Background: an optimization exercise with open tools, aiming at small area, a short achievable clock period and few clock cycles per item. Do not read the settings as production practice. The RTL was checked by simulation tests, not by an equivalence proof against the original design. Power figures rest on the tool's default switching activity, not on a simulated workload.

--- flow/flow/run.sh ---
#!/bin/bash
# Own flow: the standard ORFS flow (standard.sh) with two changes in how
# the layout is made; the clock, its period and the I/O constraints are
# unchanged:
#  * timing repair is asked to leave extra setup slack (SETUP_SLACK_MARGIN),
#  * the port buffers are sky130_fd_sc_hd__buf_4 cells.
set -euo pipefail
export SETUP_SLACK_MARGIN=9.0
export BUFFER_PORTS_ARGS="-buffer_cell sky130_fd_sc_hd__buf_4"
bash standard.sh > standard.log 2>&1
--- flow/standard.sh ---
#!/bin/bash
# synth_recipe.tcl (not shown) runs the flow's synth.tcl, then flattens the netlist and writes it again
# the make line also repeats each setting of config.mk as NAME=value (left out here)
make -C /OpenROAD-flow-scripts/flow DESIGN_CONFIG=/design/flow/config.mk WORK_HOME=/design/flow/orfs CLKGATE_MAP_FILE= SYNTH_SCRIPT=/design/flow/synth_recipe.tcl "${@:-finish}"
--- flow/config.mk ---
export PLATFORM = sky130hd
export DESIGN_NAME = wm_block_blender
export DESIGN_NICKNAME = wm_block_blender
export VERILOG_FILES = /design/flow/design.v
export SDC_FILE = /design/flow/constraint.sdc
export NUM_CORES = 4
export LEC_CHECK = 0
export CAP_MARGIN = 20
export CORE_MARGIN = 2
export CORE_UTILIZATION = 55
export CTS_CLUSTER_DIAMETER = 100
export CTS_CLUSTER_SIZE = 28
export SLEW_MARGIN = 20
export TNS_END_PERCENT = 10
--- flow/constraint.sdc ---
create_clock -name core_clock -period 13.0 [get_ports {clk}]
set_input_delay 2.6000 -clock core_clock [delete_from_list [all_inputs] [get_ports {clk}]]
set_output_delay 2.6000 -clock core_clock [all_outputs]
set_load 0.01 [all_outputs]
--- flow/design.v ---
`default_nettype none
module wm_block_blender #(
    parameter  int DATA_W = 8,
    parameter  int MAX_M  = 8,
    localparam int IDX_W  = $clog2(MAX_M * MAX_M)
) (
    input  wire logic              clk,
    input  wire logic              rst,
    input  wire logic [IDX_W-1:0]  cfg_m,
    input  wire logic [DATA_W:0]   cfg_bthr,
    input  wire logic [7:0]        cfg_amin,
    input  wire logic [7:0]        cfg_amax,
    input  wire logic [7:0]        cfg_bmin,
    input  wire logic [7:0]        cfg_bmax,
    input  wire logic              s_valid,
    output logic                   s_ready,
    input  wire logic [DATA_W-1:0] s_data,
    output logic                   m_valid,
    input  wire logic              m_ready,
    output logic [DATA_W-1:0]      m_data,
    output logic                   m_last,
    output logic                   busy,
    output logic                   err
);
    localparam int GAP = 5;
    logic       rdy_q;
    logic       st_first, st_w, st_last, st_rownz;
    logic [5:0] st_k;
    logic [2:0] st_col;
    logic [5:0] ac;                  
    logic [2:0] cnt;                 
    logic [2:0] nopen;               
    logic       err_q, busy_q;
    logic [2:0] mm1;                 
    logic [8:0] bthr;
    logic [7:0] bmin, bmax;
    logic [5:0] nm1;                 
    logic [6:0] nsq;                 
    logic [7:0] n3;                  
    logic       xfer, bad, xfer_p, xfer_w, first_ok, cap;
    logic [5:0] cfg_nm1;
    logic [6:0] cfg_nsq;
    logic [7:0] cfg_n3;
    function automatic logic gt8(input logic [7:0] a, input logic [7:0] b);
        logic [7:0] g, e;
        logic [3:0] g1, e1;
        logic [1:0] g2, e2;
        g = a & ~b;
        e = ~(a ^ b);
        for (int i = 0; i < 4; i++) begin
            g1[i] = g[2*i+1] | (e[2*i+1] & g[2*i]);
            e1[i] = e[2*i+1] & e[2*i];
        end
        for (int i = 0; i < 2; i++) begin
            g2[i] = g1[2*i+1] | (e1[2*i+1] & g1[2*i]);
            e2[i] = e1[2*i+1] & e1[2*i];
        end
        gt8 = g2[1] | (e2[1] & g2[0]);
    endfunction
    always_comb begin
        xfer = s_valid && rdy_q;
        bad  = (cfg_m == 6'd0) || (cfg_m[5:3] != 3'd0 && cfg_m[2:0] != 3'd0) ||
               (cfg_m[5:4] != 2'd0) ||
               gt8(cfg_amin, cfg_amax) || gt8(cfg_bmin, cfg_bmax);
        first_ok = st_first && !bad;
        cap    = xfer && st_first;
        xfer_p = xfer && (st_first || !st_w);
        xfer_w = xfer && !st_first && st_w;
        case (cfg_m[2:0])
            3'd1:    cfg_nm1 = 6'd0;
            3'd2:    cfg_nm1 = 6'd3;
            3'd3:    cfg_nm1 = 6'd8;
            3'd4:    cfg_nm1 = 6'd15;
            3'd5:    cfg_nm1 = 6'd24;
            3'd6:    cfg_nm1 = 6'd35;
            3'd7:    cfg_nm1 = 6'd48;
            default: cfg_nm1 = 6'd63;
        endcase
        case (cfg_m[2:0])
            3'd1:    begin cfg_nsq = 7'd1;  cfg_n3 = 8'd3;   end
            3'd2:    begin cfg_nsq = 7'd4;  cfg_n3 = 8'd12;  end
            3'd3:    begin cfg_nsq = 7'd9;  cfg_n3 = 8'd27;  end
            3'd4:    begin cfg_nsq = 7'd16; cfg_n3 = 8'd48;  end
            3'd5:    begin cfg_nsq = 7'd25; cfg_n3 = 8'd75;  end
            3'd6:    begin cfg_nsq = 7'd36; cfg_n3 = 8'd108; end
            3'd7:    begin cfg_nsq = 7'd49; cfg_n3 = 8'd147; end
            default: begin cfg_nsq = 7'd64; cfg_n3 = 8'd192; end
        endcase
        case (mm1)
            3'd0:    nm1 = 6'd0;
            3'd1:    nm1 = 6'd3;
            3'd2:    nm1 = 6'd8;
            3'd3:    nm1 = 6'd15;
            3'd4:    nm1 = 6'd24;
            3'd5:    nm1 = 6'd35;
            3'd6:    nm1 = 6'd48;
            default: nm1 = 6'd63;
        endcase
    end
    logic [511:0] ring;
    logic         a_p, a_first, a_last, a_colnz, a_rownz;
    logic [7:0]   a_d;
    logic [7:0]   tap_up, tap_p, upq;
    always_comb begin
        case (mm1)
            3'd0: tap_up = ring[511:504];
            3'd1: tap_up = ring[7:0];
            3'd2: tap_up = ring[15:8];
            3'd3: tap_up = ring[23:16];
            3'd4: tap_up = ring[31:24];
            3'd5: tap_up = ring[39:32];
            3'd6: tap_up = ring[47:40];
            default: tap_up = ring[55:48];
        endcase
        case (mm1)
            3'd0: tap_p = ring[8*((1  + GAP - 2) % 64) +: 8];
            3'd1: tap_p = ring[8*((4  + GAP - 2) % 64) +: 8];
            3'd2: tap_p = ring[8*((9  + GAP - 2) % 64) +: 8];
            3'd3: tap_p = ring[8*((16 + GAP - 2) % 64) +: 8];
            3'd4: tap_p = ring[8*((25 + GAP - 2) % 64) +: 8];
            3'd5: tap_p = ring[8*((36 + GAP - 2) % 64) +: 8];
            3'd6: tap_p = ring[8*((49 + GAP - 2) % 64) +: 8];
            default: tap_p = ring[8*((64 + GAP - 2) % 64) +: 8];
        endcase
    end
    always_ff @(posedge clk) begin
        ring <= {ring[503:0], a_p ? a_d : ring[511:504]};
        a_d  <= s_data;
        upq  <= tap_up;
    end
    logic [8:0]  g_sum;
    logic [7:0]  d_left, d_up;
    logic        g_v, g_first;
    logic [8:0]  g_q;
    logic [13:0] sp;
    logic [16:0] dg;
    logic        ge;
    function automatic logic [7:0] absdiff(input logic [7:0] x, input logic [7:0] y);
        logic [8:0] t;
        t = {1'b0, x} - {1'b0, y};
        absdiff = t[8] ? (8'd0 - t[7:0]) : t[7:0];
    endfunction
    always_comb begin
        d_left = a_colnz ? absdiff(a_d, ring[7:0]) : 8'd0;
        d_up   = a_rownz ? absdiff(a_d, upq)       : 8'd0;
        g_sum  = {1'b0, d_left} + {1'b0, d_up};
        ge     = !dg[16];
    end
    logic [1:0]  dv;
    logic        q2;
    logic [7:0]  uq, dev, cdev;
    logic [13:0] sp_s2;
    function automatic logic [13:0] div4(input logic [13:0] x, input logic [6:0] n,
                                         input logic [7:0] n3);
        logic [7:0] t;
        logic [8:0] d1, d2, d3;
        t  = {x[13:8], x[7:6]};
        d1 = {1'b0, t} - {2'b0, n};
        d2 = {1'b0, t} - {1'b0, n, 1'b0};
        d3 = {1'b0, t} - {1'b0, n3};
        if (!d3[8])      div4 = {d3[5:0], x[5:0], 2'd3};
        else if (!d2[8]) div4 = {d2[5:0], x[5:0], 2'd2};
        else if (!d1[8]) div4 = {d1[5:0], x[5:0], 2'd1};
        else             div4 = {t[5:0],  x[5:0], 2'd0};
    endfunction
    always_comb sp_s2 = div4(div4(sp, nsq, n3), nsq, n3);
    always_comb begin
        uq    = sp[7:0];
        dev   = ge ? 8'd0   : (uq[7] ? {1'b0, uq[6:0]} : (8'd128 - uq));
        cdev  = ge ? 8'd128 : (uq[7] ? (8'd0 - uq) : uq);
    end
    function automatic logic [8:0] add8(input logic [7:0] a, input logic [7:0] b);
        logic [7:0] g, p, gg, pp, gn, pn;
        g = a & b;
        p = a ^ b;
        gg = g;
        pp = p;
        for (int k = 1; k < 8; k = k * 2) begin
            for (int i = 0; i < 8; i++) begin
                if (i >= k) begin
                    gn[i] = gg[i] | (pp[i] & gg[i-k]);
                    pn[i] = pp[i] & pp[i-k];
                end else begin
                    gn[i] = gg[i];
                    pn[i] = pp[i];
                end
            end
            gg = gn;
            pp = pn;
        end
        add8 = {gg[7], p ^ {gg[6:0], 1'b0}};
    endfunction
    logic [13:0] sp_acc;
    logic [5:0]  sp_hi1;
    logic [8:0]  sp_lo;
    always_comb begin
        sp_hi1 = sp[13:8] + 6'd1;
        sp_lo  = add8(st_first ? 8'd0 : sp[7:0], s_data);
        if (st_first)      sp_acc = {6'd0, s_data};
        else if (sp_lo[8]) sp_acc = {sp_hi1, sp_lo[7:0]};
        else               sp_acc = {sp[13:8], sp_lo[7:0]};
    end
    always_ff @(posedge clk) begin
        if (xfer && (st_first || !st_w)) sp <= sp_acc;
        else if (dv != 2'd0) sp <= sp_s2;
        g_q <= g_sum;
        if (g_v) dg <= (g_first ? 17'd0 : dg) + {8'd0, g_q} - {8'd0, bthr};
    end
    logic [7:0]  x1, x2, y1, y2;
    logic        o_pix, o_last, o_ka;
    logic [16:0] csa_r0, csa_r1, b_r0, b_r1, b_q;
    logic        b_pix, b_last, b_ka, b_kb;
    logic [7:0]  b_sat;
    logic cs1, cs2, cs3, cs4, cs5, cs6, cs7, cs8, cs9, cs10, cs11, cs12, cs13, cs14, cs15, cs16, cs17, cs18, cs19, cs20, cs21, cs22, cs23, cs24, cs25, cs26, cs27, cs28, cs29, cs30, cs31, cs32, cs33, cs34, cs35, cs36, cs37, cs38, cs39, cs40, cs41, cs42, cs43, cs44, cs45, cs46, cs47, cs48, cs49, cs50, cs51, cs52, cs53, cs54, cs55, cs56, cs57, cs58, cs59, cs60, cs61, cs62, cs63, cs64, cs65, cs66, cs67, cs68, cs69, cs70, cs71, cs72, cs73, cs74, cs75, cs76, cs77, cs78, cs79, cs80, cs81, cs82, cs83, cs84, cs85, cs86, cs87, cs88, cs89, cs90, cs91, cs92, cs93, cs94, cs95, cs96, cs97, cs98, cs99, cs100, cs101, cs102, cs103, cs104, cs105, cs106, cs107, cs108, cs109, cs110, cs111, cs112, cs113, cs114, cs115, cs116, cs117, cs118, cs119, cs120, cs121, cs122, cs123, cs124, cs125, cs126, cs127, cs128, cs129, cs130, cs131, cs132, cs133, cs134, cs135, cs136, cs137, cs138, cs139, cs140, cs141, cs142, cs143, cs144, cs145, cs146, cs147, cs148, cs149, cs150, cs151, cs152, cs153, cs154, cs155, cs156, cs157, cs158, cs159, cs160, cs161, cs162, cs163, cs164, cs165, cs166, cs167, cs168, cs169, cs170, cs171, cs172, cs173, cs174, cs175, cs176, cs177, cs178, cs179, cs180, cs181, cs182, cs183, cs184, cs185, cs186, cs187, cs188, cs189, cs190, cs191, cs192, cs193, cs194, cs195, cs196, cs197, cs198, cs199, cs200, cs201, cs202, cs203, cs204, cs205, cs206, cs207, cs208, cs209, cs210, cs211, cs212, cs213, cs214, cs215, cs216, cs217, cs218, cs219, cs220, cs221, cs222, cs223, cs224, cs225, cs226, cs227, cs228, cs229, cs230, cs231, cs232, cs233, cs234, cs235, cs236, cs237, cs238, cs239, cs240, cs241, cs242, cs243, cs244, cs245, cs246, cs247, cs248, cs249, cs250, cs251, cs252, cs253, cs254, cs255, cs256, cs257, cs258, cs259, cs260, cs261, cs262, cs263, cs264, cs265, cs266, cs267, cs268, cs269, cs270, cs271, cs272, cs273, cs274, cs275, cs276, cs277, cs278, cs279, cs280, cs281, cs282, cs283, cs284, cs285, cs286, cs287, cs288, cs289, cs290, cs291, cs292, cs293, cs294, cs295, cs296, cs297, cs298, cs299, cs300, cs301, cs302, cs303, cs304, cs305, cs306, cs307, cs308, cs309, cs310, cs311, cs312, cs313, cs314, cs315, cs316, cs317, cs318, cs319, cs320, cs321, cs322, cs323, cs324, cs325, cs326, cs327, cs328, cs329, cs330, cs331, cs332, cs333, cs334, cs335, cs336, cs337, cs338;
    always_comb begin
        cs1 = x1[0] & y1[0];
        cs2 = x2[0] & y2[0];
        cs3 = x1[0] & y1[1];
        cs4 = x1[1] & y1[0];
        cs5 = x2[0] & y2[1];
        cs6 = x2[1] & y2[0];
        cs7 = x1[0] & y1[2];
        cs8 = x1[1] & y1[1];
        cs9 = x1[2] & y1[0];
        cs10 = x2[0] & y2[2];
        cs11 = x2[1] & y2[1];
        cs12 = x2[2] & y2[0];
        cs13 = x1[0] & y1[3];
        cs14 = x1[1] & y1[2];
        cs15 = x1[2] & y1[1];
        cs16 = x1[3] & y1[0];
        cs17 = x2[0] & y2[3];
        cs18 = x2[1] & y2[2];
        cs19 = x2[2] & y2[1];
        cs20 = x2[3] & y2[0];
        cs21 = x1[0] & y1[4];
        cs22 = x1[1] & y1[3];
        cs23 = x1[2] & y1[2];
        cs24 = x1[3] & y1[1];
        cs25 = x1[4] & y1[0];
        cs26 = x2[0] & y2[4];
        cs27 = x2[1] & y2[3];
        cs28 = x2[2] & y2[2];
        cs29 = x2[3] & y2[1];
        cs30 = x2[4] & y2[0];
        cs31 = x1[0] & y1[5];
        cs32 = x1[1] & y1[4];
        cs33 = x1[2] & y1[3];
        cs34 = x1[3] & y1[2];
        cs35 = x1[4] & y1[1];
        cs36 = x1[5] & y1[0];
        cs37 = x2[0] & y2[5];
        cs38 = x2[1] & y2[4];
        cs39 = x2[2] & y2[3];
        cs40 = x2[3] & y2[2];
        cs41 = x2[4] & y2[1];
        cs42 = x2[5] & y2[0];
        cs43 = x1[0] & y1[6];
        cs44 = x1[1] & y1[5];
        cs45 = x1[2] & y1[4];
        cs46 = x1[3] & y1[3];
        cs47 = x1[4] & y1[2];
        cs48 = x1[5] & y1[1];
        cs49 = x1[6] & y1[0];
        cs50 = x2[0] & y2[6];
        cs51 = x2[1] & y2[5];
        cs52 = x2[2] & y2[4];
        cs53 = x2[3] & y2[3];
        cs54 = x2[4] & y2[2];
        cs55 = x2[5] & y2[1];
        cs56 = x2[6] & y2[0];
        cs57 = x1[0] & y1[7];
        cs58 = x1[1] & y1[6];
        cs59 = x1[2] & y1[5];
        cs60 = x1[3] & y1[4];
        cs61 = x1[4] & y1[3];
        cs62 = x1[5] & y1[2];
        cs63 = x1[6] & y1[1];
        cs64 = x1[7] & y1[0];
        cs65 = x2[0] & y2[7];
        cs66 = x2[1] & y2[6];
        cs67 = x2[2] & y2[5];
        cs68 = x2[3] & y2[4];
        cs69 = x2[4] & y2[3];
        cs70 = x2[5] & y2[2];
        cs71 = x2[6] & y2[1];
        cs72 = x2[7] & y2[0];
        cs73 = x1[1] & y1[7];
        cs74 = x1[2] & y1[6];
        cs75 = x1[3] & y1[5];
        cs76 = x1[4] & y1[4];
        cs77 = x1[5] & y1[3];
        cs78 = x1[6] & y1[2];
        cs79 = x1[7] & y1[1];
        cs80 = x2[1] & y2[7];
        cs81 = x2[2] & y2[6];
        cs82 = x2[3] & y2[5];
        cs83 = x2[4] & y2[4];
        cs84 = x2[5] & y2[3];
        cs85 = x2[6] & y2[2];
        cs86 = x2[7] & y2[1];
        cs87 = x1[2] & y1[7];
        cs88 = x1[3] & y1[6];
        cs89 = x1[4] & y1[5];
        cs90 = x1[5] & y1[4];
        cs91 = x1[6] & y1[3];
        cs92 = x1[7] & y1[2];
        cs93 = x2[2] & y2[7];
        cs94 = x2[3] & y2[6];
        cs95 = x2[4] & y2[5];
        cs96 = x2[5] & y2[4];
        cs97 = x2[6] & y2[3];
        cs98 = x2[7] & y2[2];
        cs99 = x1[3] & y1[7];
        cs100 = x1[4] & y1[6];
        cs101 = x1[5] & y1[5];
        cs102 = x1[6] & y1[4];
        cs103 = x1[7] & y1[3];
        cs104 = x2[3] & y2[7];
        cs105 = x2[4] & y2[6];
        cs106 = x2[5] & y2[5];
        cs107 = x2[6] & y2[4];
        cs108 = x2[7] & y2[3];
        cs109 = x1[4] & y1[7];
        cs110 = x1[5] & y1[6];
        cs111 = x1[6] & y1[5];
        cs112 = x1[7] & y1[4];
        cs113 = x2[4] & y2[7];
        cs114 = x2[5] & y2[6];
        cs115 = x2[6] & y2[5];
        cs116 = x2[7] & y2[4];
        cs117 = x1[5] & y1[7];
        cs118 = x1[6] & y1[6];
        cs119 = x1[7] & y1[5];
        cs120 = x2[5] & y2[7];
        cs121 = x2[6] & y2[6];
        cs122 = x2[7] & y2[5];
        cs123 = x1[6] & y1[7];
        cs124 = x1[7] & y1[6];
        cs125 = x2[6] & y2[7];
        cs126 = x2[7] & y2[6];
        cs127 = x1[7] & y1[7];
        cs128 = x2[7] & y2[7];
        cs129 = cs43 ^ cs44;
        cs130 = cs43 & cs44;
        cs131 = cs57 ^ cs58 ^ cs59;
        cs132 = (cs57 & cs58) | (cs57 & cs59) | (cs58 & cs59);
        cs133 = cs60 ^ cs61 ^ cs62;
        cs134 = (cs60 & cs61) | (cs60 & cs62) | (cs61 & cs62);
        cs135 = cs73 ^ cs74 ^ cs75;
        cs136 = (cs73 & cs74) | (cs73 & cs75) | (cs74 & cs75);
        cs137 = cs76 ^ cs77;
        cs138 = cs76 & cs77;
        cs139 = cs87 ^ cs88;
        cs140 = cs87 & cs88;
        cs141 = cs21 ^ cs22;
        cs142 = cs21 & cs22;
        cs143 = cs31 ^ cs32 ^ cs33;
        cs144 = (cs31 & cs32) | (cs31 & cs33) | (cs32 & cs33);
        cs145 = cs34 ^ cs35 ^ cs36;
        cs146 = (cs34 & cs35) | (cs34 & cs36) | (cs35 & cs36);
        cs147 = cs129 ^ cs45 ^ cs46;
        cs148 = (cs129 & cs45) | (cs129 & cs46) | (cs45 & cs46);
        cs149 = cs47 ^ cs48 ^ cs49;
        cs150 = (cs47 & cs48) | (cs47 & cs49) | (cs48 & cs49);
        cs151 = cs50 ^ cs51 ^ cs52;
        cs152 = (cs50 & cs51) | (cs50 & cs52) | (cs51 & cs52);
        cs153 = cs130 ^ cs131 ^ cs133;
        cs154 = (cs130 & cs131) | (cs130 & cs133) | (cs131 & cs133);
        cs155 = cs63 ^ cs64 ^ cs65;
        cs156 = (cs63 & cs64) | (cs63 & cs65) | (cs64 & cs65);
        cs157 = cs66 ^ cs67 ^ cs68;
        cs158 = (cs66 & cs67) | (cs66 & cs68) | (cs67 & cs68);
        cs159 = cs69 ^ cs70;
        cs160 = cs69 & cs70;
        cs161 = cs132 ^ cs134 ^ cs135;
        cs162 = (cs132 & cs134) | (cs132 & cs135) | (cs134 & cs135);
        cs163 = cs137 ^ cs78 ^ cs79;
        cs164 = (cs137 & cs78) | (cs137 & cs79) | (cs78 & cs79);
        cs165 = cs80 ^ cs81 ^ cs82;
        cs166 = (cs80 & cs81) | (cs80 & cs82) | (cs81 & cs82);
        cs167 = cs83 ^ cs84 ^ cs85;
        cs168 = (cs83 & cs84) | (cs83 & cs85) | (cs84 & cs85);
        cs169 = cs136 ^ cs138 ^ cs139;
        cs170 = (cs136 & cs138) | (cs136 & cs139) | (cs138 & cs139);
        cs171 = cs89 ^ cs90 ^ cs91;
        cs172 = (cs89 & cs90) | (cs89 & cs91) | (cs90 & cs91);
        cs173 = cs92 ^ cs93 ^ cs94;
        cs174 = (cs92 & cs93) | (cs92 & cs94) | (cs93 & cs94);
        cs175 = cs95 ^ cs96 ^ cs97;
        cs176 = (cs95 & cs96) | (cs95 & cs97) | (cs96 & cs97);
        cs177 = cs140 ^ cs99 ^ cs100;
        cs178 = (cs140 & cs99) | (cs140 & cs100) | (cs99 & cs100);
        cs179 = cs101 ^ cs102 ^ cs103;
        cs180 = (cs101 & cs102) | (cs101 & cs103) | (cs102 & cs103);
        cs181 = cs104 ^ cs105 ^ cs106;
        cs182 = (cs104 & cs105) | (cs104 & cs106) | (cs105 & cs106);
        cs183 = cs109 ^ cs110 ^ cs111;
        cs184 = (cs109 & cs110) | (cs109 & cs111) | (cs110 & cs111);
        cs185 = cs13 ^ cs14 ^ cs15;
        cs186 = (cs13 & cs14) | (cs13 & cs15) | (cs14 & cs15);
        cs187 = cs141 ^ cs23 ^ cs24;
        cs188 = (cs141 & cs23) | (cs141 & cs24) | (cs23 & cs24);
        cs189 = cs25 ^ cs26 ^ cs27;
        cs190 = (cs25 & cs26) | (cs25 & cs27) | (cs26 & cs27);
        cs191 = cs142 ^ cs143 ^ cs145;
        cs192 = (cs142 & cs143) | (cs142 & cs145) | (cs143 & cs145);
        cs193 = cs37 ^ cs38 ^ cs39;
        cs194 = (cs37 & cs38) | (cs37 & cs39) | (cs38 & cs39);
        cs195 = cs40 ^ cs41;
        cs196 = cs40 & cs41;
        cs197 = cs144 ^ cs146 ^ cs147;
        cs198 = (cs144 & cs146) | (cs144 & cs147) | (cs146 & cs147);
        cs199 = cs149 ^ cs151 ^ cs53;
        cs200 = (cs149 & cs151) | (cs149 & cs53) | (cs151 & cs53);
        cs201 = cs54 ^ cs55 ^ cs56;
        cs202 = (cs54 & cs55) | (cs54 & cs56) | (cs55 & cs56);
        cs203 = cs148 ^ cs150 ^ cs152;
        cs204 = (cs148 & cs150) | (cs148 & cs152) | (cs150 & cs152);
        cs205 = cs153 ^ cs155 ^ cs157;
        cs206 = (cs153 & cs155) | (cs153 & cs157) | (cs155 & cs157);
        cs207 = cs159 ^ cs71 ^ cs72;
        cs208 = (cs159 & cs71) | (cs159 & cs72) | (cs71 & cs72);
        cs209 = cs154 ^ cs156 ^ cs158;
        cs210 = (cs154 & cs156) | (cs154 & cs158) | (cs156 & cs158);
        cs211 = cs160 ^ cs161 ^ cs163;
        cs212 = (cs160 & cs161) | (cs160 & cs163) | (cs161 & cs163);
        cs213 = cs165 ^ cs167 ^ cs86;
        cs214 = (cs165 & cs167) | (cs165 & cs86) | (cs167 & cs86);
        cs215 = cs162 ^ cs164 ^ cs166;
        cs216 = (cs162 & cs164) | (cs162 & cs166) | (cs164 & cs166);
        cs217 = cs168 ^ cs169 ^ cs171;
        cs218 = (cs168 & cs169) | (cs168 & cs171) | (cs169 & cs171);
        cs219 = cs173 ^ cs175 ^ cs98;
        cs220 = (cs173 & cs175) | (cs173 & cs98) | (cs175 & cs98);
        cs221 = cs170 ^ cs172 ^ cs174;
        cs222 = (cs170 & cs172) | (cs170 & cs174) | (cs172 & cs174);
        cs223 = cs176 ^ cs177 ^ cs179;
        cs224 = (cs176 & cs177) | (cs176 & cs179) | (cs177 & cs179);
        cs225 = cs181 ^ cs107 ^ cs108;
        cs226 = (cs181 & cs107) | (cs181 & cs108) | (cs107 & cs108);
        cs227 = cs178 ^ cs180 ^ cs182;
        cs228 = (cs178 & cs180) | (cs178 & cs182) | (cs180 & cs182);
        cs229 = cs183 ^ cs112 ^ cs113;
        cs230 = (cs183 & cs112) | (cs183 & cs113) | (cs112 & cs113);
        cs231 = cs114 ^ cs115 ^ cs116;
        cs232 = (cs114 & cs115) | (cs114 & cs116) | (cs115 & cs116);
        cs233 = cs184 ^ cs117 ^ cs118;
        cs234 = (cs184 & cs117) | (cs184 & cs118) | (cs117 & cs118);
        cs235 = cs119 ^ cs120 ^ cs121;
        cs236 = (cs119 & cs120) | (cs119 & cs121) | (cs120 & cs121);
        cs237 = cs7 ^ cs8 ^ cs9;
        cs238 = (cs7 & cs8) | (cs7 & cs9) | (cs8 & cs9);
        cs239 = cs185 ^ cs16 ^ cs17;
        cs240 = (cs185 & cs16) | (cs185 & cs17) | (cs16 & cs17);
        cs241 = cs18 ^ cs19;
        cs242 = cs18 & cs19;
        cs243 = cs186 ^ cs187 ^ cs189;
        cs244 = (cs186 & cs187) | (cs186 & cs189) | (cs187 & cs189);
        cs245 = cs28 ^ cs29 ^ cs30;
        cs246 = (cs28 & cs29) | (cs28 & cs30) | (cs29 & cs30);
        cs247 = cs188 ^ cs190 ^ cs191;
        cs248 = (cs188 & cs190) | (cs188 & cs191) | (cs190 & cs191);
        cs249 = cs193 ^ cs195 ^ cs42;
        cs250 = (cs193 & cs195) | (cs193 & cs42) | (cs195 & cs42);
        cs251 = cs192 ^ cs194 ^ cs196;
        cs252 = (cs192 & cs194) | (cs192 & cs196) | (cs194 & cs196);
        cs253 = cs197 ^ cs199 ^ cs201;
        cs254 = (cs197 & cs199) | (cs197 & cs201) | (cs199 & cs201);
        cs255 = cs198 ^ cs200 ^ cs202;
        cs256 = (cs198 & cs200) | (cs198 & cs202) | (cs200 & cs202);
        cs257 = cs203 ^ cs205 ^ cs207;
        cs258 = (cs203 & cs205) | (cs203 & cs207) | (cs205 & cs207);
        cs259 = cs204 ^ cs206 ^ cs208;
        cs260 = (cs204 & cs206) | (cs204 & cs208) | (cs206 & cs208);
        cs261 = cs209 ^ cs211 ^ cs213;
        cs262 = (cs209 & cs211) | (cs209 & cs213) | (cs211 & cs213);
        cs263 = cs210 ^ cs212 ^ cs214;
        cs264 = (cs210 & cs212) | (cs210 & cs214) | (cs212 & cs214);
        cs265 = cs215 ^ cs217 ^ cs219;
        cs266 = (cs215 & cs217) | (cs215 & cs219) | (cs217 & cs219);
        cs267 = cs216 ^ cs218 ^ cs220;
        cs268 = (cs216 & cs218) | (cs216 & cs220) | (cs218 & cs220);
        cs269 = cs221 ^ cs223 ^ cs225;
        cs270 = (cs221 & cs223) | (cs221 & cs225) | (cs223 & cs225);
        cs271 = cs222 ^ cs224 ^ cs226;
        cs272 = (cs222 & cs224) | (cs222 & cs226) | (cs224 & cs226);
        cs273 = cs227 ^ cs229 ^ cs231;
        cs274 = (cs227 & cs229) | (cs227 & cs231) | (cs229 & cs231);
        cs275 = cs228 ^ cs230 ^ cs232;
        cs276 = (cs228 & cs230) | (cs228 & cs232) | (cs230 & cs232);
        cs277 = cs233 ^ cs235 ^ cs122;
        cs278 = (cs233 & cs235) | (cs233 & cs122) | (cs235 & cs122);
        cs279 = cs234 ^ cs236 ^ cs123;
        cs280 = (cs234 & cs236) | (cs234 & cs123) | (cs236 & cs123);
        cs281 = cs124 ^ cs125 ^ cs126;
        cs282 = (cs124 & cs125) | (cs124 & cs126) | (cs125 & cs126);
        cs283 = cs3 ^ cs4;
        cs284 = cs3 & cs4;
        cs285 = cs237 ^ cs10 ^ cs11;
        cs286 = (cs237 & cs10) | (cs237 & cs11) | (cs10 & cs11);
        cs287 = cs238 ^ cs239 ^ cs241;
        cs288 = (cs238 & cs239) | (cs238 & cs241) | (cs239 & cs241);
        cs289 = cs240 ^ cs242 ^ cs243;
        cs290 = (cs240 & cs242) | (cs240 & cs243) | (cs242 & cs243);
        cs291 = cs244 ^ cs246 ^ cs247;
        cs292 = (cs244 & cs246) | (cs244 & cs247) | (cs246 & cs247);
        cs293 = cs248 ^ cs250 ^ cs251;
        cs294 = (cs248 & cs250) | (cs248 & cs251) | (cs250 & cs251);
        cs295 = cs252 ^ cs254 ^ cs255;
        cs296 = (cs252 & cs254) | (cs252 & cs255) | (cs254 & cs255);
        cs297 = cs256 ^ cs258 ^ cs259;
        cs298 = (cs256 & cs258) | (cs256 & cs259) | (cs258 & cs259);
        cs299 = cs260 ^ cs262 ^ cs263;
        cs300 = (cs260 & cs262) | (cs260 & cs263) | (cs262 & cs263);
        cs301 = cs264 ^ cs266 ^ cs267;
        cs302 = (cs264 & cs266) | (cs264 & cs267) | (cs266 & cs267);
        cs303 = cs268 ^ cs270 ^ cs271;
        cs304 = (cs268 & cs270) | (cs268 & cs271) | (cs270 & cs271);
        cs305 = cs272 ^ cs274 ^ cs275;
        cs306 = (cs272 & cs274) | (cs272 & cs275) | (cs274 & cs275);
        cs307 = cs276 ^ cs278 ^ cs279;
        cs308 = (cs276 & cs278) | (cs276 & cs279) | (cs278 & cs279);
        cs309 = cs280 ^ cs282 ^ cs127;
        cs310 = (cs280 & cs282) | (cs280 & cs127) | (cs282 & cs127);
        cs311 = cs283 ^ cs5;
        cs312 = cs283 & cs5;
        cs313 = cs284 ^ cs285 ^ cs12;
        cs314 = (cs284 & cs285) | (cs284 & cs12) | (cs285 & cs12);
        cs315 = cs286 ^ cs287 ^ cs20;
        cs316 = (cs286 & cs287) | (cs286 & cs20) | (cs287 & cs20);
        cs317 = cs288 ^ cs289 ^ cs245;
        cs318 = (cs288 & cs289) | (cs288 & cs245) | (cs289 & cs245);
        cs319 = cs290 ^ cs291 ^ cs249;
        cs320 = (cs290 & cs291) | (cs290 & cs249) | (cs291 & cs249);
        cs321 = cs292 ^ cs293 ^ cs253;
        cs322 = (cs292 & cs293) | (cs292 & cs253) | (cs293 & cs253);
        cs323 = cs294 ^ cs295 ^ cs257;
        cs324 = (cs294 & cs295) | (cs294 & cs257) | (cs295 & cs257);
        cs325 = cs296 ^ cs297 ^ cs261;
        cs326 = (cs296 & cs297) | (cs296 & cs261) | (cs297 & cs261);
        cs327 = cs298 ^ cs299 ^ cs265;
        cs328 = (cs298 & cs299) | (cs298 & cs265) | (cs299 & cs265);
        cs329 = cs300 ^ cs301 ^ cs269;
        cs330 = (cs300 & cs301) | (cs300 & cs269) | (cs301 & cs269);
        cs331 = cs302 ^ cs303 ^ cs273;
        cs332 = (cs302 & cs303) | (cs302 & cs273) | (cs303 & cs273);
        cs333 = cs304 ^ cs305 ^ cs277;
        cs334 = (cs304 & cs305) | (cs304 & cs277) | (cs305 & cs277);
        cs335 = cs306 ^ cs307 ^ cs281;
        cs336 = (cs306 & cs307) | (cs306 & cs281) | (cs307 & cs281);
        cs337 = cs308 ^ cs309 ^ cs128;
        cs338 = (cs308 & cs309) | (cs308 & cs128) | (cs309 & cs128);
        csa_r0 = {1'b0, cs338, cs336, cs334, cs332, cs330, cs328, cs326, cs324, cs322, cs320, cs318, cs316, cs314, cs312, cs311, cs1};
        csa_r1 = {1'b0, cs310, cs337, cs335, cs333, cs331, cs329, cs327, cs325, cs323, cs321, cs319, cs317, cs315, cs313, cs6, cs2};
    end
    always_comb begin
        b_q   = b_r0 + b_r1;
        b_sat = (b_q[16:15] != 2'b00) ? 8'hFF : b_q[14:7];
    end
    always_ff @(posedge clk) begin
        if (cap) begin
            x1 <= cfg_amax;
            x2 <= cfg_amin;
        end else if (o_ka) begin
            x1 <= bmin;
            x2 <= bmax;
        end else begin
            if (b_ka) x1 <= b_q[14:7];
            if (b_kb) x2 <= b_q[14:7];
        end
        if (q2 || o_ka) begin
            y1 <= cdev;
            y2 <= dev;
        end else begin
            y1 <= tap_p;
            y2 <= s_data;
        end
        b_r0 <= csa_r0;
        b_r1 <= csa_r1;
    end
    logic [8:0] fb0, fb1, fb2;
    logic [1:0] fh, ft, fc;
    logic       oxfer, out_free, buf_pop, buf_push;
    logic [8:0] fb_head, b_item;
    logic [2:0] cnt_nx;
    logic [2:0] nopen_nx;
    logic [5:0] ac_nx;
    logic       first_nx, w_nx;
    always_comb begin
        oxfer    = m_valid && m_ready;
        out_free = !m_valid || m_ready;
        b_item   = {b_last, b_sat};
        case (fh)
            2'd0:    fb_head = fb0;
            2'd1:    fb_head = fb1;
            default: fb_head = fb2;
        endcase
        buf_pop  = out_free && (fc != 2'd0);
        buf_push = b_pix && !(out_free && (fc == 2'd0));
    end
    always_ff @(posedge clk) begin
        if (out_free) {m_last, m_data} <= (fc != 2'd0) ? fb_head : b_item;
        if (buf_push) begin
            case (ft)
                2'd0:    fb0 <= b_item;
                2'd1:    fb1 <= b_item;
                default: fb2 <= b_item;
            endcase
        end
    end
    logic       inc_open, dec_open, busy_nx, rdy_nx, rdy0, rdy1;
    logic [2:0] cnt_p1, cnt_m1, nopen_p1, nopen_m1, nopen_ok;
    always_comb begin
        cnt_p1   = cnt + 3'd1;
        cnt_m1   = cnt - 3'd1;
        nopen_p1 = nopen + 3'd1;
        nopen_m1 = nopen - 3'd1;
        inc_open = cap;
        dec_open = oxfer && m_last;
        case ({xfer_w, oxfer})
            2'b10:   cnt_nx = cnt_p1;
            2'b01:   cnt_nx = cnt_m1;
            default: cnt_nx = cnt;
        endcase
        nopen_ok = err_q ? nopen_m1 : nopen;
        case ({inc_open, dec_open || err_q})
            2'b10:   nopen_nx = nopen_p1;
            2'b01:   nopen_nx = nopen_m1;
            default: nopen_nx = nopen;
        endcase
        if (inc_open && err_q && dec_open) nopen_nx = nopen_m1;
        if (!inc_open && err_q && dec_open) nopen_nx = nopen - 3'd2;
        busy_nx = (inc_open && !bad) || (dec_open ? (nopen_ok > 3'd1) : (nopen_ok != 3'd0));
        rdy0 = st_first || ((ac == 6'd63) && (!st_w || oxfer || (cnt <= 3'd3)));
        rdy1 = st_first ? (cfg_m[2:0] != 3'd1)
             : (!st_w ? !st_last
                      : (st_last || (oxfer ? (cnt <= 3'd3) : (cnt <= 3'd2))));
        rdy_nx = xfer ? rdy1 : rdy0;
        first_nx = st_first;
        w_nx     = st_w;
        ac_nx    = ac + 6'd1;
        if (xfer) begin
            ac_nx = 6'd0;
            if (st_first) begin
                first_nx = bad;
                w_nx     = (cfg_nm1 == 6'd0);
                if (cfg_nm1 == 6'd0) ac_nx = 6'(64 - GAP);
            end else if (!st_w) begin
                if (st_last) begin
                    w_nx  = 1'b1;
                    ac_nx = 6'(64 - GAP);
                end
            end else if (st_last) begin
                first_nx = 1'b1;
            end
        end
    end
    always_ff @(posedge clk or negedge rst) begin
        if (!rst) begin
            rdy_q <= 1'b0;
            st_first <= 1'b1;
            cnt <= '0; nopen <= '0; err_q <= 1'b0; busy_q <= 1'b0;
            a_p <= 1'b0; g_v <= 1'b0; dv <= '0; q2 <= 1'b0;
            o_pix <= 1'b0; o_ka <= 1'b0;
            b_pix <= 1'b0; b_ka <= 1'b0; b_kb <= 1'b0;
            m_valid <= 1'b0;
            fh <= '0; ft <= '0; fc <= '0;
        end else begin
            rdy_q    <= rdy_nx;
            st_first <= first_nx;
            cnt      <= cnt_nx;
            nopen    <= nopen_nx;
            busy_q   <= busy_nx;
            err_q    <= xfer && st_first && bad;
            a_p      <= xfer_p;
            g_v      <= a_p;
            dv       <= {dv[0], xfer && (st_first ? (!bad && cfg_nm1 == 6'd0) : (!st_w && st_last))};
            q2       <= dv[1];
            o_pix    <= xfer_w;
            o_ka     <= q2;
            b_pix    <= o_pix;
            b_ka     <= o_ka;
            b_kb     <= b_ka;
            if (out_free) m_valid <= (fc != 2'd0) || b_pix;
            if (buf_pop)  fh <= (fh == 2'd2) ? 2'd0 : fh + 2'd1;
            if (buf_push) ft <= (ft == 2'd2) ? 2'd0 : ft + 2'd1;
            fc <= fc + {1'b0, buf_push} - {1'b0, buf_pop};
        end
    end
    always_ff @(posedge clk) begin
        st_w <= w_nx;
        ac   <= ac_nx;
        if (xfer) begin
            if (st_first) begin
                st_k     <= 6'd1;
                st_last  <= (cfg_nm1 == 6'd0) || (cfg_nm1 == 6'd1);
                st_col   <= (cfg_m[2:0] == 3'd1) ? 3'd0 : 3'd1;
                st_rownz <= 1'b0;
                if (cfg_nm1 == 6'd0) st_k <= 6'd0;
            end else if (!st_w && st_last) begin
                st_k    <= 6'd0;
                st_last <= (nm1 == 6'd0);
            end else begin
                st_k    <= st_k + 6'd1;
                st_last <= ((st_k + 6'd1) == nm1);
                if (st_col == mm1) begin
                    st_col   <= 3'd0;
                    st_rownz <= 1'b1;
                end else begin
                    st_col <= st_col + 3'd1;
                end
            end
        end
        a_first <= st_first;
        a_last  <= st_first ? (cfg_nm1 == 6'd0) : st_last;
        a_colnz <= !st_first && (st_col != 3'd0);
        a_rownz <= !st_first && st_rownz;
        g_first <= a_first;
        o_last  <= st_last;
        b_last  <= o_last;
        if (cap) begin
            mm1  <= cfg_m[2:0] - 3'd1;
            nsq  <= cfg_nsq;
            n3   <= cfg_n3;
            bthr <= cfg_bthr;
            bmin <= cfg_bmin;
            bmax <= cfg_bmax;
        end
    end
    always_comb begin
        s_ready = rdy_q;
        busy    = busy_q;
        err     = err_q;
    end
endmodule
`default_nettype wire
==> flow_summary.json, run 1 <==
{
  "drc": 0,
  "hpwl_um": 41980,
  "synth_area_um2": 28500,
  "power.leakage_nw": 13.45,
  "cp_max_fo": 6,
  "status": "no timing/DRC/antenna violations",
  "finalNetCount": 2827,
  "fin_crit_ns": 4.050,
  "synth.yosys.seq_area_share_pct": 58.42,
  "drv_slew": 0,
  "clk_latency_ns": 0.59,
  "setup-tns-final_ns": 0,
  "rsz0062_at_grt": "yes",
  "track_usage_pct": 22.15,
  "synthArstFlopShare_pct": 3.562,
  "crit_type": "reg2reg",
  "hold_violations": 0,
  "end_kind": "register",
  "hp-start": "a_first$_DFF_P_",
  "synth_compound_area_share_pct": 8.344,
  "synth_top_family_by_area": "adder cells",
  "clockRootBuffer": "clkbuf_16",
  "setup_ws_ns": 8.950,
  "ys_warn_count": 1,
  "final_cell_mix": "595 x dfxtp_1, 223 x inv_1, 147 x nand2_1",
  "wl_per_cell_um": 18.24,
  "synth_xor_xnor_area_share_pct": 3.288,
  "regArea_um2": 16650,
  "clkTransAtPathRegs_ns": 0.11,
  "cts_buffer_depth": 3,
  "worst-r2r-cell-count": 17,
  "synth_ff_type": "dfxtp_1",
  "ios": 72,
  "io_buffers": 71,
  "slew_headroom_pct": 32.49,
  "grt_pass1_wl_um": 92010,
  "ctsHoldBuffers": 0,
  "ant_nets": 0,
  "yosys-top-cells-area": "dfxtp_1 42%, edfxtp_1 14%, fa_1 7.9%, ha_1 6.5%, inv_1 3.1%",
  "worst-r2r-setup-slack_ns": 8.95,
  "required_ns": 13.32,
  "h-tree-depth": 2,
  "period_share_pct": 31.16,
  "synth_fp_nets": 2702,
  "vdd.ir_drop.worst_v": 0.0001342,
  "multi_input_area_um2": 11260,
  "grt_max_degree": 58,
  "synth_adder_area_share_pct": 14.32,
  "finalSetupViolations": 0,
  "fp.coreArea_um2": 51300,
  "min_path_cells": 0,
  "dp_cells": 3097,
  "cp.arrival_ns": 4.37,
  "cts_tree": "built",
  "r2r_start": "sp[10]$_DFFE_PP_",
  "timing.fmax_ghz": 0.2469,
  "overflow": 0,
  "antenna_found_initial": 3,
  "drt_iter0_markers": 1039,
  "cts_buffers": 35,
  "syn-instance-count": 2384,
  "synthMuxAreaShare_pct": 2.699,
  "vias": 16730,
  "synth_largest_area_cell": "dfxtp_1",
  "viasPerCell": 5.217,
  "synth-simple-area-share_pct": 9.178,
  "die_area_um2": 53660,
  "min_to": "g_first$_DFF_P_",
  "fin_cells": 3206,
  "wl_um": 58470,
  "hp-class": "reg2reg",
  "layout_commonest_cell": "dfxtp_1",
  "synth_top_area_share_pct": 41.93,
  "maxCapViolCount": 0,
  "die_h_um": 231.7,
  "grt_pass1_vias": 16800,
  "start_util_pct": 55.56,
  "r2r-end": "sp[10]$_DFFE_PP_",
  "cts.sinks": 758,
  "worstMarginPinSlew_ns": 1.013,
  "synth_edf_count": 134,
  "ys_ff_latch": 758,
  "die_w_um": 231.7,
  "pre_cts_slack_ns": 7.446,
  "drive_above_1_share_pct": 12.16,
  "syn_to_final_growth_pct": 11.61,
  "worst_setup_path_start_kind": "register",
  "gp_congestion": 0.8606,
  "row_count": 83,
  "avgSynthCellArea_um2": 11.96,
  "yosysUniqueCellTypes": 69,
  "fill_cells": 4176,
  "finClkSkew_ns": 0.02838,
  "power.density_nw_per_um2": 229.6,
  "timing.hold.ws_ns": 0.2953,
  "firstDrtPassIters": 5,
  "final_core_util_pct": 62.01
}
==> what timing repair did <==
item	4_1_cts	5_1_grt
gates cloned	1	0
setup buffers	31	23
endpoints found under the hold margin	0	0
endpoints found under the setup margin	85	90
gates resized for setup	53	68
pin swaps	16	26
==> Yosys cell counts, types with 40 or more instances <==
cell type and number:
dfxtp_1 597, inv_1 233, nand2_1 150, ha_1 147
edfxtp_1 134, nor2_1 114, fa_1 112, o21ai_0 110
and2_1 104, a21oi_1 103, xnor2_1 78, clkbuf_1 40
==> flip-flops by register name, summed over array words and instances (netlist names), 9 cells and up <==
| name | count |
|---|---|
| fb2 | 9 |
| sp | 14 |
| fb1 | 9 |
| ring | 512 |
| bthr | 9 |
| dg | 17 |
| g_q | 9 |
| b_r1 | 16 |
| fb0 | 9 |
| b_r0 | 16 |
==> worst max-delay path by stage <==
stage | start | end | slack [ns]
after global routing | s_data[0] | sp[6]$_DFFE_PP_ | 8.79
final | sp[10]$_DFFE_PP_ | sp[10]$_DFFE_PP_ | 8.95
after detailed placement | s_valid | sp[11]$_DFFE_PP_ | 7.45
after floorplan | s_data[0] | sp[10]$_DFFE_PP_ | 8.58
after CTS | a_d[0]$_DFF_P_ | g_q[7]$_DFF_P_ | 8.91
after global placement | s_valid | sp[11]$_DFFE_PP_ | 7.59
==> area by class of cell <==
type	count	share of cell area (%)
Clock buffer	45	3.005
Tap cell	680	2.674
Sequential cell	758	52.35
Multi-Input combinational cell	1345	35.38
Timing Repair Buffer	136	3.363
Inverter	233	2.808
Clock inverter	8	0.4090
Antenna cell	1	0.007866
==> routing by layer <==
layer / GRT usage, % / share of wire, % / vias to the layer above
met2: 36.83 / 47 / 270
met1: 30.41 / 46 / 8200
met3: 3.433 / 4.2 / 73
met4: 5.749 / 2.5 / 0
met5: 0 / 0 / -
li1: - / - / 8182
==> metrics by stage <==
step	power [mW]	cell area, um^2
6_report	7.305	31810
5_1_grt	7.874	31810
4_1_cts	7.094	31340
3_5_place_dp	5.605	29800
3_3_place_gp	5.559	29800
2_1_floorplan	4.909	28530
==> cell families after synthesis <==
family | count (synthesis)
mux | 67
flops | 758
simple gates | 531
compound gates | 380
buf+inv | 282
xor+xnor | 107
fa+ha+maj | 259
==> power by group <==
| group | internal (mW) | total [mW] | switching (mW) |
|---|---|---|---|
| Sequential | 2.75 | 2.95 | 0.207 |
| Combinational | 1.42 | 3.08 | 1.67 |
| Clock | 0.543 | 1.27 | 0.726 |
| Total | 4.70 | 7.30 | 2.60 |
==> critical path, stage by stage (launching register included) <==
cell and delay (ns):
edfxtp_1 0.51, buf_6 0.17, ha_4 0.26, o21a_1 0.19
o31ai_4 0.10, a22o_4 0.25, buf_6 0.13, mux2_4 0.29
o211ai_1 0.27, o31ai_4 0.17, ha_1 0.29, o21ai_1 0.08
a21oi_1 0.06, or3_4 0.40, buf_4 0.16, mux2i_1 0.11
o21ai_0 0.20, a22oi_1 0.14
Testbench counts, summed over its fixed seeds: cycles 16,896, items 7,956.
==> run 2: changes to the inputs <==
--- a/flow/config.mk
+++ b/flow/config.mk
@@ -10,5 +10,6 @@
 export CORE_UTILIZATION = 55
 export CTS_CLUSTER_DIAMETER = 100
 export CTS_CLUSTER_SIZE = 28
+export GPL_TIMING_DRIVEN = 1
 export SLEW_MARGIN = 20
 export TNS_END_PERCENT = 10
==> run 2 against run 1 <==
Effect of this change: routed wire length did not move; synthesized cell count did not move; setup slack did not move; cell count did not move; global-route usage did not move; critical endpoint unchanged; largest power group unchanged.
==> flow_summary.json, run 2 <==
{
  "syn_to_final_growth_pct": 11.61,
  "cp.arrival_ns": 4.37,
  "worst-r2r-setup-slack_ns": 8.95,
  "place_area_um2": 29800,
  "synth_fp_nets": 2702,
  "synth_ff_type": "dfxtp_1",
  "firstDrtPassIters": 5,
  "synth_top_area_share_pct": 41.93,
  "ctsHoldBuffers": 0,
  "drive_above_1_share_pct": 12.16,
  "synthArstFlopShare_pct": 3.562,
  "regArea_um2": 16650,
  "hp-class": "reg2reg",
  "synth.yosys.seq_area_share_pct": 58.42,
  "gp_congestion": 0.8606,
  "viasPerCell": 5.217,
  "wl_per_cell_um": 18.24,
  "finalNetCount": 2827,
  "synth_edf_count": 134,
  "hp-start": "a_first$_DFF_P_",
  "power.leakage_nw": 13.45,
  "yosysMostFrequentCell": "dfxtp_1",
  "fin_crit_ns": 4.050,
  "cp_max_fo": 6,
  "ant_nets": 0,
  "finalSetupViolations": 0,
  "synth_area_um2": 28500,
  "top_regs": "ring (512), dg (17)",
  "antenna_found_initial": 3,
  "r2r-end": "sp[10]$_DFFE_PP_",
  "row_count": 83,
  "grt_pass1_vias": 16800,
  "grt_pass1_wl_um": 92010,
  "h-tree-depth": 2,
  "drc": 0,
  "start_util_pct": 55.56,
  "ys_ff_latch": 758,
  "track_usage_pct": 22.15,
  "drv_slew": 0,
  "cts_buffer_depth": 3,
  "largest-register": "ring",
  "rsz0062_at_grt": "yes",
  "die_area_um2": 53660,
  "setup-tns-final_ns": 0,
  "fill_cells": 4176,
  "yosysUniqueCellTypes": 69,
  "layout_commonest_cell": "dfxtp_1",
  "hpwl_um": 41980,
  "io_buffers": 71,
  "overflow": 0,
  "vias": 16730,
  "worstMarginPinSlew_ns": 1.013,
  "clockRootBuffer": "clkbuf_16",
  "hold_violations": 0,
  "ys_warn_count": 1,
  "status": "no timing/DRC/antenna violations",
  "cts_tree": "built",
  "multi_input_area_um2": 11260,
  "cts.sinks": 758,
  "p_sw_mw": 2.602,
  "synthTopCellsByCount": "597 x dfxtp_1, 233 x inv_1, 150 x nand2_1, 147 x ha_1, 134 x edfxtp_1",
  "finClkSkew_ns": 0.02838,
  "syn-instance-count": 2384,
  "synth_largest_area_cell": "dfxtp_1",
  "required_ns": 13.32,
  "crit_type": "reg2reg",
  "ios": 72,
  "combPwrFrac_pct": 42.2,
  "timing.fmax_ghz": 0.2469,
  "min_to": "g_first$_DFF_P_",
  "cts_buffers": 35,
  "swShare_pct": 35.62,
  "clk_latency_ns": 0.59,
  "r2r_start": "sp[10]$_DFFE_PP_",
  "min_path_cells": 0,
  "period_share_pct": 31.16,
  "worst-r2r-cell-count": 17,
  "drt_iter0_markers": 1039,
  "die_h_um": 231.7,
  "power.density_nw_per_um2": 229.6,
  "vdd.ir_drop.worst_v": 0.0001342,
  "setup.worst_path.start": "sp[10]$_DFFE_PP_",
  "largest_reg_flops": 512,
  "die_w_um": 231.7,
  "maxCapViolCount": 0,
  "end_kind": "register",
  "clkPwrFrac_pct": 17.4,
  "slew_headroom_pct": 32.49,
  "fp.coreArea_um2": 51300,
  "clkTransAtPathRegs_ns": 0.11,
  "wl_um": 58470,
  "seq_power_share_pct": 40.4,
  "grt_max_degree": 58,
  "final_cell_mix": "595 x dfxtp_1, 223 x inv_1, 147 x nand2_1",
  "intPower_mw": 4.703,
  "yosys-top-cells-area": "dfxtp_1 42%, edfxtp_1 14%, fa_1 7.9%, ha_1 6.5%, inv_1 3.1%",
  "worst_setup_path_start_kind": "register",
  "avgSynthCellArea_um2": 11.96,
  "design_area_um2": 31810
}
-- run 2: worst max-delay path by stage --
stage	to	cells after the start
finish	sp[10]$_DFFE_PP_	17
floorplan	sp[10]$_DFFE_PP_	11
CTS	g_q[7]$_DFF_P_	21
global route	sp[6]$_DFFE_PP_	14
detailed placement	sp[11]$_DFFE_PP_	7
global placement	sp[11]$_DFFE_PP_	7
-- run 2: area by class of cell --
cell class	count	area share [%]
Inverter	233	2.808
Antenna cell	1	0.007866
Clock buffer	45	3.005
Sequential cell	758	52.35
Clock inverter	8	0.4090
Multi-Input combinational cell	1345	35.38
Tap cell	680	2.674
Timing Repair Buffer	136	3.363
-- run 2: cells by family (layout without fill, tap and decap cells) --
| family | after synthesis | after routing | share of synthesized area (%) |
|---|---|---|---|
| AOI/OAI and AO/OA | 380 | 381 | 8.344 |
| DFF | 758 | 758 | 58.42 |
| other | 0 | 1 | 0 |
| and+or+nand+nor | 531 | 531 | 9.178 |
| muxes | 67 | 67 | 2.700 |
| xor gates and xnor gates | 107 | 107 | 3.288 |
| adders and majority gates | 259 | 259 | 14.32 |
| buffers and inverters | 282 | 422 | 3.753 |
-- run 2: per-stage QoR --
step | setup WS [ns] | total power [mW] | hold slack, ns | util [%] | instances
final | 8.950 | 7.305 | 0.2953 | 62.01 | 3206
after global routing | 8.788 | 7.874 | 0.2978 | 62.01 | 3206
after CTS | 8.908 | 7.094 | 0.2942 | 61.08 | 3182
after detailed placement | 7.446 | 5.605 | 0.3121 | 58.09 | 3097
after global placement | 7.595 | 5.559 | 0.3098 | 58.09 | 3097
after floorplan | 8.583 | 4.909 | 0.3096 | - | 2384
-- run 2: worst max-delay path, cell delays in order (launching register included) --
cell and delay [ns]:
edfxtp_1 0.51, buf_6 0.17, ha_4 0.26, o21a_1 0.19
o31ai_4 0.10, a22o_4 0.25, buf_6 0.13, mux2_4 0.29
o211ai_1 0.27, o31ai_4 0.17, ha_1 0.29, o21ai_1 0.08
a21oi_1 0.06, or3_4 0.40, buf_4 0.16, mux2i_1 0.11
o21ai_0 0.20, a22oi_1 0.14
-- run 2: timing repair --
| item | CTS | global route |
|---|---|---|
| pin swaps | 16 | 26 |
| buffers inserted | 31 | 23 |
| setup endpoints to repair | 85 | 90 |
| resized for setup | 53 | 68 |
| gates cloned | 1 | 0 |
-- run 2: power groups by stage --
stage	Combinational, mW	Sequential [mW]	Clock [mW]
2_1_floorplan	2.00	2.91	0
3_3_place_gp	2.55	3.01	0
3_5_place_dp	2.59	3.02	0
4_1_cts	2.83	2.96	1.31
5_1_grt	3.51	2.98	1.39
6_report	3.08	2.95	1.27
-- run 2: metal layers --
| metal | wire length, um | vias up | global-route usage (%) |
|---|---|---|---|
| li1 | - | 8182 | - |
| met1 | 26770 | 8200 | 30.41 |
| met2 | 27750 | 270 | 36.83 |
| met3 | 2457 | 73 | 3.433 |
| met4 | 1491 | 0 | 5.749 |
| met5 | 0 | - | 0 |
==> run 3: changes to the inputs <==
--- a/flow/flow/run.sh
+++ b/flow/flow/run.sh
@@ -5,6 +5,6 @@
 #  * timing repair is asked to leave extra setup slack (SETUP_SLACK_MARGIN),
 #  * the port buffers are sky130_fd_sc_hd__buf_4 cells.
 set -euo pipefail
-export SETUP_SLACK_MARGIN=9.0
+export SETUP_SLACK_MARGIN=9.4
 export BUFFER_PORTS_ARGS="-buffer_cell sky130_fd_sc_hd__buf_4"
 bash standard.sh > standard.log 2>&1
--- a/flow/config.mk
+++ b/flow/config.mk
@@ -7,9 +7,8 @@
 export LEC_CHECK = 0
 export CAP_MARGIN = 20
 export CORE_MARGIN = 2
-export CORE_UTILIZATION = 55
+export CORE_UTILIZATION = 60
 export CTS_CLUSTER_DIAMETER = 100
 export CTS_CLUSTER_SIZE = 28
-export GPL_TIMING_DRIVEN = 1
 export SLEW_MARGIN = 20
 export TNS_END_PERCENT = 10
==> run 3 against run 2 <==
Effect of this change: sequential share of layout area about the same; critical path depth unchanged; largest cell class unchanged; highest routed layer unchanged; sequential power about the same; worst hold slack better by 0.013 ns; die area down 8.2%; final area about the same; clock skew down 0.0094 ns; power up 0.72%; first-iteration DRC count down 2.5%; via count up 0.76%; largest power group unchanged; register-to-register slack worse by 0.099 ns.
==> flow_summary.json, run 3 <==
{
  "ant_nets": 0,
  "power.leakage_nw": 13.46,
  "layout_commonest_cell": "dfxtp_1",
  "top_regs": "ring (512), dg (17)",
  "synth.yosys.seq_area_share_pct": 58.42,
  "status": "no timing/DRC/antenna violations",
  "wl_um": 57280,
  "final_cell_mix": "594 x dfxtp_1, 219 x inv_1, 146 x nand2_1",
  "syn_to_final_growth_pct": 11.68,
  "worst-r2r-cell-count": 17,
  "fin_crit_ns": 4.149,
  "grt_max_degree": 63,
  "drc": 0,
  "overflow": 0,
  "finalSetupViolations": 0,
  "vdd.ir_drop.worst_v": 0.0001840,
  "ys_ff_latch": 758,
  "clk_latency_ns": 0.60,
  "synth_fp_nets": 2702,
  "r2r_start": "sp[6]$_DFFE_PP_",
  "r2r-end": "sp[12]$_DFFE_PP_",
  "track_usage_pct": 23.45,
  "h-tree-depth": 2,
  "ios": 72,
  "fp.coreArea_um2": 46750,
  "worst-r2r-setup-slack_ns": 8.85,
  "finClkSkew_ns": 0.01902,
  "avgSynthCellArea_um2": 11.96,
  "min_to": "ring[397]$_DFF_P_",
  "io_buffers": 71,
  "cp_max_fo": 6,
  "largest-register": "ring",
  "slew_headroom_pct": 36.14,
  "largest_reg_flops": 512,
  "row_count": 79,
  "cts_buffers": 34,
  "synthArstFlopShare_pct": 3.562,
  "start_util_pct": 60.97,
  "die_w_um": 222.0,
  "viasPerCell": 5.369,
  "yosys-top-cells-area": "dfxtp_1 42%, edfxtp_1 14%, fa_1 7.9%, ha_1 6.5%, inv_1 3.1%",
  "synth_top_area_share_pct": 41.93,
  "cts_buffer_depth": 3,
  "die_h_um": 222.0,
  "clkTransAtPathRegs_ns": 0.11,
  "firstDrtPassIters": 5,
  "pre_cts_slack_ns": 7.411,
  "final_core_util_pct": 68.09,
  "total_power_mw": 7.357,
  "synth_largest_area_cell": "dfxtp_1",
  "drive_above_1_share_pct": 13.08,
  "grt_pass1_vias": 16860,
  "ys_warn_count": 1,
  "vias": 16850,
  "syn-instance-count": 2384,
  "cp.arrival_ns": 4.49,
  "synthTopCellsByCount": "597 x dfxtp_1, 233 x inv_1, 150 x nand2_1, 147 x ha_1, 134 x edfxtp_1",
  "hp-class": "reg2reg",
  "crit_type": "reg2reg",
  "antenna_found_initial": 2,
  "hold_violations": 0,
  "wl_per_cell_um": 18.25,
  "rsz0062_at_grt": "yes",
  "setup-tns-final_ns": 0,
  "drv_slew": 0,
  "synth_ff_type": "dfxtp_1",
  "yosysUniqueCellTypes": 69,
  "clockRootBuffer": "clkbuf_16",
  "cts.sinks": 758,
  "worstMarginPinSlew_ns": 0.9543,
  "hp-start": "ring[389]$_DFF_P_",
  "synth_area_um2": 28500,
  "required_ns": 13.34,
  "timing.hold.ws_ns": 0.3088,
  "gp_congestion": 0.8825,
  "setup_ws_ns": 8.851,
  "maxCapViolCount": 0,
  "end_kind": "register",
  "min_path_cells": 0,
  "period_share_pct": 31.92,
  "drt_iter0_markers": 1013,
  "worst_setup_path_start_kind": "register",
  "grt_pass1_wl_um": 91190,
  "die_area_um2": 49270,
  "yosysMostFrequentCell": "dfxtp_1",
  "hpwl_um": 39930,
  "power.density_nw_per_um2": 231.1,
  "fill_cells": 3449,
  "synth_edf_count": 134,
  "finalNetCount": 2834,
  "cts_tree": "built",
  "timing.fmax_ghz": 0.2410
}
-- run 3: critical path, cell delays in order (launching register included) --
cell	delay (ns)
edfxtp_1	0.44
inv_2	0.11
ha_4	0.16
ha_4	0.13
and2b_2	0.24
o31ai_4	0.20
a22o_2	0.22
buf_6	0.13
mux2_4	0.30
o211ai_1	0.29
o31ai_4	0.16
ha_1	0.29
o21ai_1	0.09
a21oi_1	0.06
or3_4	0.45
mux2i_1	0.20
mux2i_1	0.11
a221o_1	0.32
-- run 3: layout make-up --
class / count / area (um^2) / area share, %
sequential: 758 / 16660 / 52.33
clock buffer: 44 / 898.4 / 2.822
inverter: 233 / 892.1 / 2.802
clock inverter: 7 / 148.9 / 0.4677
timing repair buffer: 145 / 1124 / 3.529
antenna: 1 / 2.502 / 0.007861
multi-input combinational: 1344 / 11350 / 35.65
tap: 607 / 759.5 / 2.386
-- run 3: metal layers --
metal	part of all wire (%)	wire length, um	global-route usage, %
met1	46	26220	32.78
met2	47	27010	38.28
met3	4.4	2526	3.512
met4	2.7	1530	6.670
met5	0	0	0
-- run 3: power breakdown --
part	leakage (nW)	internal (mW)	switching, mW
clock	0.500	0.515	0.725
sequential	6.53	2.75	0.203
combinational	6.43	1.44	1.73
total	13.5	4.70	2.66
-- run 3: cell families (layout without fill, tap and decap cells) --
family,count (synthesis),after routing,synth area share (%)
flops,758,758,58.42
simple gates,531,531,9.178
compound gates,380,380,8.344
buf+inv,282,429,3.753
fa+ha+maj,259,259,14.32
xor+xnor,107,107,3.288
mux,67,67,2.700
other cells,0,1,0
-- run 3: metrics by stage --
stage | cells | area, um^2
floorplan | 2384 | 28570
global placement | 3023 | 29710
detailed placement | 3023 | 29710
CTS | 3119 | 31440
global route | 3139 | 31830
finish | 3139 | 31830
-- run 3: how the worst max path moves through the flow --
stage,from,end,slack (ns)
2_1_floorplan,s_data[0],sp[10]$_DFFE_PP_,8.58
3_3_place_gp,s_valid,sp[12]$_DFFE_PP_,7.52
3_5_place_dp,s_valid,sp[13]$_DFFE_PP_,7.41
4_1_cts,cfg_bmin[1],err_q$_DFF_PN0_,8.95
5_1_grt,sp[10]$_DFFE_PP_,sp[12]$_DFFE_PP_,8.74
6_report,sp[6]$_DFFE_PP_,sp[12]$_DFFE_PP_,8.85
-- run 3: repair_timing --
item	CTS	global route
gates resized for setup	83	59
setup endpoints to repair	153	131
setup buffers	45	19
pin swaps	23	40
hold buffers	0	0
==> run 4: changes to the inputs <==
--- a/flow/flow/run.sh
+++ b/flow/flow/run.sh
@@ -5,6 +5,6 @@
 #  * timing repair is asked to leave extra setup slack (SETUP_SLACK_MARGIN),
 #  * the port buffers are sky130_fd_sc_hd__buf_4 cells.
 set -euo pipefail
-export SETUP_SLACK_MARGIN=9.4
+export SETUP_SLACK_MARGIN=9.2
 export BUFFER_PORTS_ARGS="-buffer_cell sky130_fd_sc_hd__buf_4"
 bash standard.sh > standard.log 2>&1
--- a/flow/config.mk
+++ b/flow/config.mk
@@ -7,7 +7,7 @@
 export LEC_CHECK = 0
 export CAP_MARGIN = 20
 export CORE_MARGIN = 2
-export CORE_UTILIZATION = 60
+export CORE_UTILIZATION = 50
 export CTS_CLUSTER_DIAMETER = 100
 export CTS_CLUSTER_SIZE = 28
 export SLEW_MARGIN = 20
==> run 4 against run 3 <==
Effect of this change: still clean on timing, DRC and antenna; worst hold slack improved by 0.0048 ns; combinational power increased by 3%; cell count increased by 5.5%; maximum frequency increased by 4.8%; sequential share of layout area down 0.62 points; via count up 1.3%; sequential cell count unchanged; final area increased by 1.2%; first-iteration DRC count increased by 0.79%; clock skew rose by 0.0010 ns; critical endpoint is now sp[10]$_DFFE_PP_; largest cell class unchanged.
==> flow_summary.json, run 4 <==
{
  "worstPathCellList": "buf_12 > ha_4 > inv_2 > fa_2 > nor2b_1 > o21ai_1 > nand2b_1 > a21oi_1 > o21bai_1 > a21oi_1 > nor2b_1 > o41a_1 > buf_6",
  "die_h_um": 242.8,
  "status": "no timing/DRC/antenna violations",
  "yosys-top-cells-area": "dfxtp_1 42%, edfxtp_1 14%, fa_1 7.9%, ha_1 6.5%, inv_1 3.1%",
  "drt_iter0_markers": 1021,
  "slowest_stage": "fa_2",
  "yosysUniqueCellTypes": 69,
  "rsz0062_at_grt": "yes",
  "syn_to_final_growth_pct": 12.99,
  "hold_violations": 0,
  "cts_buffers": 34,
  "route.met3.wl_um": 2506,
  "synth_top_area_share_pct": 41.93,
  "synth_edf_count": 134,
  "cp.arrival_ns": 4.29,
  "clk_latency_ns": 0.59,
  "synth_area_um2": 28500,
  "setup-tns-final_ns": 0,
  "end_kind": "register",
  "finalSetupViolations": 0,
  "hpwl_um": 40970,
  "io_buffers": 71,
  "setup_ws_ns": 9.040,
  "largest_reg_flops": 512,
  "grt_pass1_vias": 17040,
  "clockRootBuffer": "clkbuf_16",
  "wl_um": 59150,
  "wl_per_cell_um": 17.86,
  "start_util_pct": 50.55,
  "avgSynthCellArea_um2": 11.96,
  "cts_buffer_depth": 3,
  "h-tree-depth": 2,
  "largest-register": "ring",
  "row_count": 87,
  "vias": 17070,
  "synthArstFlopShare_pct": 3.562,
  "finalNetCount": 2860,
  "ctsHoldBuffers": 0,
  "synth_ff_type": "dfxtp_1",
  "timing.fmax_ghz": 0.2525,
  "drv_slew": 0,
  "drive_above_1_share_pct": 13.58,
  "cp_max_fo": 4,
  "drc": 0,
  "ant_nets": 0,
  "grt_pass1_wl_um": 93630,
  "worst_setup_path_start_kind": "input port",
  "syn-instance-count": 2384,
  "track_usage_pct": 19.96,
  "grt_max_degree": 58,
  "synth.yosys.seq_area_share_pct": 58.42,
  "top_regs": "ring (512), dg (17)",
  "vdd.ir_drop.worst_v": 0.0001717,
  "yosysMostFrequentCell": "dfxtp_1",
  "cp.buffers_inverters": 3,
  "slew_headroom_pct": 29.55,
  "topRoutingLayerUsed": "met4",
  "power.leakage_nw": 13.58,
  "period_share_pct": 30.46,
  "cts_tree": "built",
  "firstDrtPassIters": 5,
  "synth_largest_area_cell": "dfxtp_1",
  "crit_type": "in2reg",
  "overflow": 0,
  "power.density_nw_per_um2": 231.7,
  "fin_crit_ns": 3.960,
  "clkTransAtPathRegs_ns": 0.11,
  "viasPerCell": 5.157,
  "ios": 72,
  "ys_ff_latch": 758,
  "synthTopCellsByCount": "597 x dfxtp_1, 233 x inv_1, 150 x nand2_1, 147 x ha_1, 134 x edfxtp_1"
}
## run 4: cell counts after synthesis
Identical to the previous run, type by type.
## run 4: routing by layer
layer | GRT usage, % | vias up
met3 | 2.621 | 73
met1 | 28.12 | 8434
met4 | 4.421 | 0
li1 | - | 8236
met5 | 0 | -
met2 | 32.99 | 331
## run 4: kinds of logic (layout without fill, tap and decap cells)
group,after synthesis,in the layout,synth area share (%)
AO/OA/AOI/OAI,380,380,8.344
buffers and inverters,282,453,3.753
XOR/XNOR,107,107,3.288
multiplexers,67,67,2.700
flip-flops,758,758,58.42
AND/OR/NAND/NOR,531,531,9.178
adder cells (fa/ha/maj),259,259,14.32
## run 4: area by class of cell
cell class                      count  area [um^2]
Clock buffer                       42        912.1
Clock inverter                      7        117.6
Timing Repair Buffer              171         1334
Inverter                          233        889.6
Tap cell                          756        945.9
Multi-Input combinational cell   1344        11350
Fill cell                        4828        24180
Sequential cell                   758        16660
## run 4: report_power, final
part           internal (mW)  switching (mW)
registers               2.74           0.206
logic                   1.51            1.76
clock network          0.520           0.722
## run 4: final timing paths
| check | start | to | slack (ns) | depth (start not counted) |
|---|---|---|---|---|
| max | s_data[0] | sp[10]$_DFFE_PP_ | 9.04 | 13 |
| min in group asynchronous | rst | fh[1]$_DFFE_PN0P_ | 1.93 | 1 |
| min reg2reg | a_first$_DFF_P_ | g_first$_DFF_P_ | 0.31 | 0 |
| max in group asynchronous | rst | st_first$_DFFE_PN1P_ | 10.72 | 1 |
| min | a_first$_DFF_P_ | g_first$_DFF_P_ | 0.31 | 0 |
| max reg2reg | sp[9]$_DFFE_PP_ | sp[12]$_DFFE_PP_ | 9.06 | 16 |
## run 4: stage by stage
step           std cells  area (um^2)  hold slack, ns  total power, mW  utilization, %
4_1_cts             3269        31570          0.3142            7.163           55.98
3_3_place_gp        3174        29900          0.3100            5.615           53.03
6_report            3311        32210          0.3136            7.461           57.12
3_5_place_dp        3174        29900          0.3121            5.664           53.03
5_1_grt             3311        32210          0.3168            8.022           57.12
2_1_floorplan       2384        28530          0.3096            4.909               -
## run 4: what timing repair did
action,CTS,global route
cloned,1,0
endpoints found under the setup margin,116,124
buffers inserted,45,42
pin swaps,19,34
resized for setup,65,71

Setup slack of run 4, layout unchanged: 9.040 ns with ideal ports, 9.026 ns with driving cells assumed (clock clkbuf_16, inputs buf_2), 8.386 ns with port delays also shifted by the 0.640 ns mid clock arrival.
